Context: an optimization exercise on an open-source flow, tuned for a short achievable clock period and few clock cycles per item. The choices shown serve that exercise and are no tape-out recipe. At most, simulation tests tie the RTL to the original design; equivalence was not proved.

Setup of the reference run:
// ex_stage
module ex_stage
#(
    parameter int XLEN = ex_stage_pkg::XLEN_DEF
) (
    input  logic            clk,
    input  logic            reset,
    input  logic [XLEN-1:0] pc_ex,
    input  logic [XLEN-1:0] rdata1_ex,
    input  logic [XLEN-1:0] rdata2_ex,
    input  logic [XLEN-1:0] imm_ex,
    input  logic [4:0]      rs1_ex,
    input  logic [4:0]      rs2_ex,
    input  logic [4:0]      rd_ex,
    input  logic [3:0]      funct_ex,
    input  logic [1:0]      aluop_ex,
    input  logic            alusrc_ex,
    input  logic            mul_ex,
    input  logic            branch_ex,
    input  logic            memread_ex,
    input  logic            memtoreg_ex,
    input  logic            memwrite_ex,
    input  logic            regwrite_ex,
    input  logic [4:0]      memwb_rd,
    input  logic            memwb_regwrite,
    input  logic [XLEN-1:0] memwb_wdata,
    input  logic            ex_flush,
    output logic [XLEN-1:0] mem_branch_tgt,
    output logic [XLEN-1:0] mem_alu_result,
    output logic [XLEN-1:0] mem_store_data,
    output logic            mem_zero,
    output logic [4:0]      mem_rd,
    output logic            mem_branch,
    output logic            mem_memread,
    output logic            mem_memtoreg,
    output logic            mem_memwrite,
    output logic            mem_regwrite,
    output logic            ex_stall
);
    localparam int SHW = $clog2(XLEN);
    logic [XLEN-1:0] r_store_data, r_branch_tgt;
    logic [4:0]      r_rd;
    ex_stage_pkg::ctrl_t r_ctrl;
    logic            r_fwd_en;      
    logic            r_mul_busy;    
    logic            r_mul_fwd;     
    ex_stage_pkg::ctrl_t w_ctrl_ex;
    assign w_ctrl_ex = {branch_ex, memread_ex, memtoreg_ex, memwrite_ex, regwrite_ex};
    logic w_a_ex, w_a_wb, w_b_ex, w_b_wb, w_wb_en;
    assign w_wb_en = memwb_regwrite && memwb_rd != 5'd0;
    assign w_a_ex  = r_fwd_en && r_rd == rs1_ex;
    assign w_a_wb  = w_wb_en && memwb_rd == rs1_ex;
    assign w_b_ex  = r_fwd_en && r_rd == rs2_ex;
    assign w_b_wb  = w_wb_en && memwb_rd == rs2_ex;
  ...
Settings: LEC_CHECK=0, CAP_MARGIN=40, CELL_PAD_IN_SITES_DETAIL_PLACEMENT=1, CORE_MARGIN=2, CORE_UTILIZATION=15, PLACE_DENSITY=0.3, SETUP_SLACK_MARGIN=4.5, SLEW_MARGIN=40, SYNTH_HIERARCHICAL=1; clock period 9.0 ns.
run.sh (not shown) runs the stock make flow with config.mk's settings and CLKGATE_MAP_FILE= SYNTH_SCRIPT=/design/flow/synth_recipe.tcl, a recipe that flattens the netlist after the stock synthesis.
Testbench counts of the reference run, summed over its fixed seeds: cycles 18,102, items 16,000.
Here is what was changed in the inputs of the trial run compared with the reference run.
Settings: PLACE_DENSITY now 0.35, was 0.3; CORE_UTILIZATION now 20, was 15.
## What came out
Summary of the trial run over the reference run: buffer share of cell area has increased; aggregate routed wire length has decreased.

========
## P
ex_stage, a different RTL version from the one above (not shown whole).
Size: roughly 15000 cells after synthesis, ~1200 flip-flops, ~120000 sq um of cells after synthesis.
clock: 9.0 ns
lec_check: 0
cap_margin: 20
cell_pad_in_sites_detail_placement: 1
cell_pad_in_sites_global_placement: 2
core_margin: 2
core_utilization: 28
place_density: 0.45
setup_slack_margin: 3.5
slew_margin: 20
The final layout from P, which completed every stage, passed the timing, DRC and antenna checks at the end of the flow.
What Q does differently from P at the input level:
- CELL_PAD_IN_SITES_GLOBAL_PLACEMENT removed (was 2)
- SETUP_SLACK_MARGIN changed from 3.5 to 4.5
- PLACE_DENSITY changed from 0.45 to 0.35
- CORE_UTILIZATION changed from 28 to 20
[summary]
- Complete run, failing final checks: Q, reason capacitance limit, slew limit.
- Reported for P and Q, number of instances in the synthesized netlist turned out identical to the last digit.
- Taking P as the reference, in Q pin count of the biggest net entering global routing has decreased; setup slack shows an increase of 170 ps; sequential share of layout area fell by 3.0 points; share of final-layout standard cells stronger than drive strength 1 now larger.
- Between P and Q, the difference in later-pin clock latency in the skew report is negligible.
- Re post-route met1 wirelength: Q is 3.9% up on P.
- Diff P -> Q: area overhead of the layout relative to synthesis rose 31 points.
- In terms of worst hold slack after final layout, P and Q differ only marginally.
No functional check of the RTL was part of any run of this note.

-- port drivers added, routing unchanged --
In the flow no input, the clock included, has a driving cell. The finished layouts below were timed again as built, in two steps.
Step 1: set_driving_cell puts a clkbuf_16 on clk and a buf_2 on each other input, an assumption about the parent block.
Step 2 moves the port delays by t, midway between the first and last clock arrival at a register: inputs arrive t later, outputs are due t later. That takes back most of the time a late clock gives input paths.
Slacks: ideal / step 1 / step 2; pairs: ideal / step 1.
run | t (ns) | slack for setup (ns) | worst data-port slew with drivers (ns) | cell pins on the clock port's net
the reference run | 1.168 | 3.253 / 3.253 / 2.521 | 0.33 | 1
the trial run | 1.173 | 3.214 / 3.214 / 2.493 | 0.28 | 1
P | 1.089 | 2.546 / 2.546 / 1.886 | 0.31 | 1
Q | 1.122 | 2.718 / 2.718 / 1.823 | 0.39 | 1
For Q, which loses most, drivers alone change the setup slack by 0.000 ns; drivers and shift together by -0.895 ns.
